Background: an optimization exercise with open tools, aiming at small area. Do not read the settings as production practice. In this exercise RTL edits were held to simulation tests only and were not proved equivalent to the original. Power is estimated from default activity; no workload was simulated.

## pepper
// instruction_memory_sync
module instruction_memory_sync
#(
    parameter int                DATA_W    = 32,
    parameter int                ADDR_W    = 32,
    parameter int                DEPTH     = 64,
    parameter logic [DATA_W-1:0] NOP_INSTR = DATA_W'(32'h0000_0000)
) (
    input  logic                     clk,
    input  logic                     reset,
    input  logic [ADDR_W-1:0]        pc_i,
    input  logic                     rd_en,
    input  logic                     stall,
    input  logic                     flush,
    input  logic                     ld_en,
    input  logic                     ld_we,
    input  logic [$clog2(DEPTH)-1:0] ld_addr,
    input  logic [DATA_W-1:0]        ld_data,
    output logic [DATA_W-1:0]        instr_o,
    output logic                     instr_valid,
    output logic                     fault_misaligned,
    output logic                     fault_range,
    output logic                     ld_busy,
    output logic [$clog2(DEPTH):0]   ld_count
);
    localparam int AW = $clog2(DEPTH);
    localparam int CW = AW + 1;
    logic [1:0]        state;
    logic              misaligned;
    logic              out_of_range;
    logic              in_run;
    logic              in_load;
    logic              run_go;
    logic              fetch;
    logic              hold;
    logic              ld_wr;
    logic [DEPTH-1:0]  wset;
    logic [DEPTH-1:0]  wkeep;
    logic [DATA_W-1:0] mem_rdata;
    logic [DATA_W-1:0] instr_q;
    assign misaligned   = (pc_i[1:0] != 2'b00);
    assign out_of_range = (pc_i[ADDR_W-1:AW+2] != '0);
    assign in_run       = (state == 2'b00);
    assign in_load      = (state == 2'b01);
    assign run_go       = !reset && in_run && !ld_en && !flush;
    assign fetch        = run_go && !stall && rd_en && !misaligned && !out_of_range;
  ...
Size in the first run: ~120 I/O pins.
export LEC_CHECK = 0
export CAP_MARGIN = 20
export CORE_MARGIN = 2
export CORE_UTILIZATION = 50
export GPL_TIMING_DRIVEN = 0
export SLEW_MARGIN = 20
export SYNTH_HIERARCHICAL = 1
create_clock -name core_clock -period 5.0 [get_ports {clk}]
standard.sh (not shown) runs the stock make flow with config.mk's settings and CLKGATE_MAP_FILE= SYNTH_SCRIPT=/design/flow/synth_recipe.tcl, a recipe that flattens the netlist after the stock synthesis.
==> flow/flow/run.sh <==
#!/bin/bash
# The standard layout (standard.sh), with two changes passed to ORFS through
# its own variables:
#  - CTS: clock buffers of one type (clkbuf_16) in sink clusters of up to 32
#    flip-flops, and no dummy loads added for balancing;
#  - port buffering: every input and output port still gets its own buffer,
#    a buf_1 instead of the default choice.
# Each tool's full output goes to the ORFS logs under orfs/logs/; the make
# output of the whole run goes to standard.log here.
set -euo pipefail
export CTS_ARGS="-sink_clustering_enable -repair_clock_nets -dont_use_dummy_load -buf_list sky130_fd_sc_hd__clkbuf_16 -sink_clustering_size 32 -sink_clustering_max_diameter 64"
export BUFFER_PORTS_ARGS="-buffer_cell sky130_fd_sc_hd__buf_1"
bash standard.sh > standard.log 2>&1
[flow] pepper | stages: complete | final checks: fail | reason: setup timing
diff inputs: pepper => willow
Settings: GPL_TIMING_DRIVEN no longer set, was 0.
diff --git a/flow/flow/run.sh b/flow/flow/run.sh
--- a/flow/flow/run.sh
+++ b/flow/flow/run.sh
@@ -3,3 +3,3 @@
 # its own variables:
-#  - CTS: clock buffers of one type (clkbuf_16) in sink clusters of up to 32
+#  - CTS: clock buffers of one type (clkbuf_16) in sink clusters of up to 34
 #    flip-flops, and no dummy loads added for balancing;
@@ -10,3 +10,3 @@
 set -euo pipefail
-export CTS_ARGS="-sink_clustering_enable -repair_clock_nets -dont_use_dummy_load -buf_list sky130_fd_sc_hd__clkbuf_16 -sink_clustering_size 32 -sink_clustering_max_diameter 64"
+export CTS_ARGS="-sink_clustering_enable -repair_clock_nets -dont_use_dummy_load -buf_list sky130_fd_sc_hd__clkbuf_16 -sink_clustering_size 34 -sink_clustering_max_diameter 72"
 export BUFFER_PORTS_ARGS="-buffer_cell sky130_fd_sc_hd__buf_1"
Findings:
willow | status: complete | timing, DRC, antenna: pass
Going from pepper to willow, the final-layout non-clock buffer area share was found to have gone down by 4.2 points.
willow vs. pepper: hold slack stayed essentially flat; power fell by about 3.3%; multi-input gate count stayed essentially flat.
A kind of critical path of flip-flop to flip-flop is what pepper shows, while input port to flip-flop belongs to willow.
[compare] base=pepper new=willow: minimum period implied by the final worst setup slack went down by 490 ps; detail-routed via count per cell closely matched the old numbers.
--- input diff willow..garnet ---
diff --git a/flow/flow/run.sh b/flow/flow/run.sh
--- a/flow/flow/run.sh
+++ b/flow/flow/run.sh
@@ -3,3 +3,3 @@
 # its own variables:
-#  - CTS: clock buffers of one type (clkbuf_16) in sink clusters of up to 34
+#  - CTS: clock buffers of one type (clkbuf_16) in sink clusters of up to 32
 #    flip-flops, and no dummy loads added for balancing;
@@ -10,3 +10,3 @@
 set -euo pipefail
-export CTS_ARGS="-sink_clustering_enable -repair_clock_nets -dont_use_dummy_load -buf_list sky130_fd_sc_hd__clkbuf_16 -sink_clustering_size 34 -sink_clustering_max_diameter 72"
+export CTS_ARGS="-sink_clustering_enable -repair_clock_nets -dont_use_dummy_load -buf_list sky130_fd_sc_hd__clkbuf_16 -sink_clustering_size 32 -sink_clustering_max_diameter 64"
 export BUFFER_PORTS_ARGS="-buffer_cell sky130_fd_sc_hd__buf_1"
### Flow results
Every stage of the flow completed for garnet, and the final layout passed the timing, DRC and antenna checks. Final total power: lower on willow. Diode insertion count for antenna repair: lower on garnet. Comparing willow and garnet, post-layout instance area is higher on garnet.

========
The RTL this note starts from:
==> flow/design.v <==
module imem_array
#(
    parameter int DATA_W = 32,
    parameter int DEPTH  = 64
) (
    input  logic              clk,
    input  logic [DEPTH-1:0]  wset,
    input  logic [DEPTH-1:0]  wkeep,
    input  logic [DATA_W-1:0] wdata,
    input  logic [DEPTH-1:0]  rsel_n,
    output logic [DATA_W-1:0] rdata
);
    logic [DEPTH-1:0] col_q [DATA_W];
    logic [DEPTH-1:0] ref_q;
    for (genvar r = 0; r < DEPTH; r++) begin : g_row
        for (genvar b = 0; b < DATA_W; b++) begin : g_bit
            imem_cell u_cell (
                .clk  (clk),
                .set  (wset[r]),
                .keep (wkeep[r]),
                .d    (wdata[b]),
                .q    (col_q[b][r])
            );
        end
        imem_ref_cell u_ref (
            .clk  (clk),
            .set  (wset[r]),
            .keep (wkeep[r]),
            .q    (ref_q[r])
        );
    end
    logic [DATA_W-1:0] rd_col;
    logic              rd_ref;
    for (genvar b = 0; b < DATA_W; b++) begin : g_rd
        imem_col_read #(.DEPTH(DEPTH)) u_rd (.d(col_q[b]), .sel_n(rsel_n), .y(rd_col[b]));
    end
    imem_col_read #(.DEPTH(DEPTH)) u_rd_ref (.d(ref_q), .sel_n(rsel_n), .y(rd_ref));
    assign rdata = rd_col ^ {DATA_W{rd_ref}};
endmodule
module imem_col_read
#(
    parameter int DEPTH = 64
) (
    input  logic [DEPTH-1:0] d,
    input  logic [DEPTH-1:0] sel_n,
    output logic             y
);
    assign y = &(d | sel_n);
endmodule
module imem_cell (
    input  logic clk,
    input  logic set,
    input  logic keep,
    input  logic d,
    output logic q
);
    always_ff @(posedge clk) begin
        q <= ~((set | q) & (keep | d));
    end
endmodule
module imem_ref_cell (
    input  logic clk,
    input  logic set,
    input  logic keep,
    output logic q
);
    always_ff @(posedge clk) begin
        q <= ~((set | q) & keep);
    end
endmodule
module instruction_memory_sync
#(
    parameter int                DATA_W    = 32,
    parameter int                ADDR_W    = 32,
    parameter int                DEPTH     = 64,
    parameter logic [DATA_W-1:0] NOP_INSTR = DATA_W'(32'h0000_0000)
) (
    input  logic                     clk,
    input  logic                     reset,
    input  logic [ADDR_W-1:0]        pc_i,
    input  logic                     rd_en,
    input  logic                     stall,
    input  logic                     flush,
    input  logic                     ld_en,
    input  logic                     ld_we,
    input  logic [$clog2(DEPTH)-1:0] ld_addr,
    input  logic [DATA_W-1:0]        ld_data,
    output logic [DATA_W-1:0]        instr_o,
    output logic                     instr_valid,
    output logic                     fault_misaligned,
    output logic                     fault_range,
    output logic                     ld_busy,
    output logic [$clog2(DEPTH):0]   ld_count
);
    localparam int AW = $clog2(DEPTH);
    localparam int CW = AW + 1;
    logic [1:0]        state;
    logic              misaligned;
    logic              out_of_range;
    logic              in_run;
    logic              in_load;
    logic              run_go;
    logic              fetch;
    logic              hold;
    logic              ld_wr;
    logic [DEPTH-1:0]  wset;
    logic [DEPTH-1:0]  wkeep;
    logic [DEPTH-1:0]  rsel_n;
    logic [DATA_W-1:0] mem_rdata;
    logic [DATA_W-1:0] instr_q;
    assign misaligned   = (pc_i[1:0] != 2'b00);
    assign out_of_range = (pc_i[ADDR_W-1:AW+2] != '0);
    assign in_run       = (state == 2'b00);
    assign in_load      = (state == 2'b01);
    assign run_go       = !reset && in_run && !ld_en && !flush;
    assign fetch        = run_go && !stall && rd_en && !misaligned && !out_of_range;
    assign hold         = run_go && stall;
    assign ld_wr        = ld_en && ld_we && !reset;
    always_ff @(posedge clk) begin
        if (reset) begin
            state <= 2'b00;
        end else begin
            case (state)
                2'b00:   state <= ld_en ? 2'b01 : 2'b00;
                2'b01:   state <= ld_en ? 2'b01 : 2'b10;
                default: state <= 2'b00;
            endcase
        end
    end
    always_ff @(posedge clk) begin
        if (!run_go) begin
            instr_valid      <= 1'b0;
            fault_misaligned <= 1'b0;
            fault_range      <= 1'b0;
        end else if (!stall) begin
            instr_valid      <= rd_en && !misaligned && !out_of_range;
            fault_misaligned <= rd_en && misaligned;
            fault_range      <= rd_en && !misaligned && out_of_range;
        end
    end
    always_ff @(posedge clk) begin
        if (reset || (in_run && ld_en)) begin
            ld_count <= '0;
        end else if (in_load && ld_wr && ld_count != CW'(DEPTH)) begin
            ld_count <= ld_count + CW'(1);
        end
    end
    for (genvar r = 0; r < DEPTH; r++) begin : g_dec
        assign wset[r]  = in_load && ld_wr && (ld_addr == AW'(r));
        assign wkeep[r] = !(state[0] && ld_wr && (ld_addr == AW'(r)));
        assign rsel_n[r] = !(fetch && (pc_i[AW+1:2] == AW'(r)));
    end
    imem_array #(
        .DATA_W (DATA_W),
        .DEPTH  (DEPTH)
    ) u_array (
        .clk   (clk),
        .wset  (wset),
        .wkeep (wkeep),
        .wdata (ld_data),
        .rsel_n (rsel_n),
        .rdata (mem_rdata)
    );
    always_ff @(posedge clk) begin
        instr_q <= mem_rdata | (hold ? instr_q : '0);
    end
    assign instr_o = instr_q | (instr_valid ? DATA_W'(0) : NOP_INSTR);
    assign ld_busy = !in_run;
endmodule
==> flow/config.mk <==
export PLATFORM = sky130hd
export DESIGN_NAME = instruction_memory_sync
export DESIGN_NICKNAME = instruction_memory_sync
export VERILOG_FILES = /design/flow/design.v
export SDC_FILE = /design/flow/constraint.sdc
export NUM_CORES = 4
export LEC_CHECK = 0
export CAP_MARGIN = 20
export CORE_MARGIN = 2
export CORE_UTILIZATION = 50
export CTS_BUF_LIST = sky130_fd_sc_hd__clkbuf_16
export CTS_CLUSTER_DIAMETER = 50
export CTS_CLUSTER_SIZE = 28
export SLEW_MARGIN = 20
export SYNTH_HIERARCHICAL = 1
==> flow/constraint.sdc <==
create_clock -name core_clock -period 5.0 [get_ports {clk}]
set_input_delay 1.0000 -clock core_clock [delete_from_list [all_inputs] [get_ports {clk}]]
set_output_delay 1.0000 -clock core_clock [all_outputs]
set_load 0.01 [all_outputs]
run.sh (not shown) runs the stock make flow with config.mk's settings and CLKGATE_MAP_FILE= SYNTH_SCRIPT=/design/flow/synth_recipe.tcl, a recipe that flattens the netlist after the stock synthesis.
Stock flow here: none of the scripts above is used.
The first run finished clean.
Edit:
CAP_MARGIN = 10   (was 20)
CTS_BUF_LIST = sky130_fd_sc_hd__clkbuf_8   (was sky130_fd_sc_hd__clkbuf_16)
CTS_CLUSTER_DIAMETER = 40   (was 50)
CTS_CLUSTER_SIZE = 18   (was 28)
SLEW_MARGIN = 10   (was 20)
After rerunning: Core utilization hardly moves; flip-flop and latch count stays the same; non-clock buffer count is unchanged.

separate check: timing with driven ports:
Ports are ideal in the flow. The routed layouts listed here were re-timed in OpenROAD.
Step 1 assumes that a clkbuf_16 drives the clock port and a buf_2 every other input.
Step 2 also shifts input and output timing later by t, the mid clock arrival at the registers, as if the neighbouring blocks saw the same clock.
Slacks: ideal / step 1 / step 2; pairs: ideal / step 1.
run | t (ns) | slack for setup (ns) | worst setup path after step 2
pepper | 0.859 | -0.138 / -0.138 / -0.728 | input to register
willow | 0.845 | 0.351 / 0.399 / -0.433 | input to register
garnet | 0.856 | 0.348 / 0.348 / -0.437 | input to register
the first run of note 2 | 0.883 | 0.793 / 0.841 / -0.042 | input to register
the second run of note 2 | 1.059 | 1.024 / 1.024 / 0.021 | input to register
Met with ideal ports but missed after step 2: setup timing in willow, garnet and the first run of note 2. The setup slack of the second run of note 2, which loses most, moves by 0.000 ns with the drivers and by -1.003 ns with both steps.
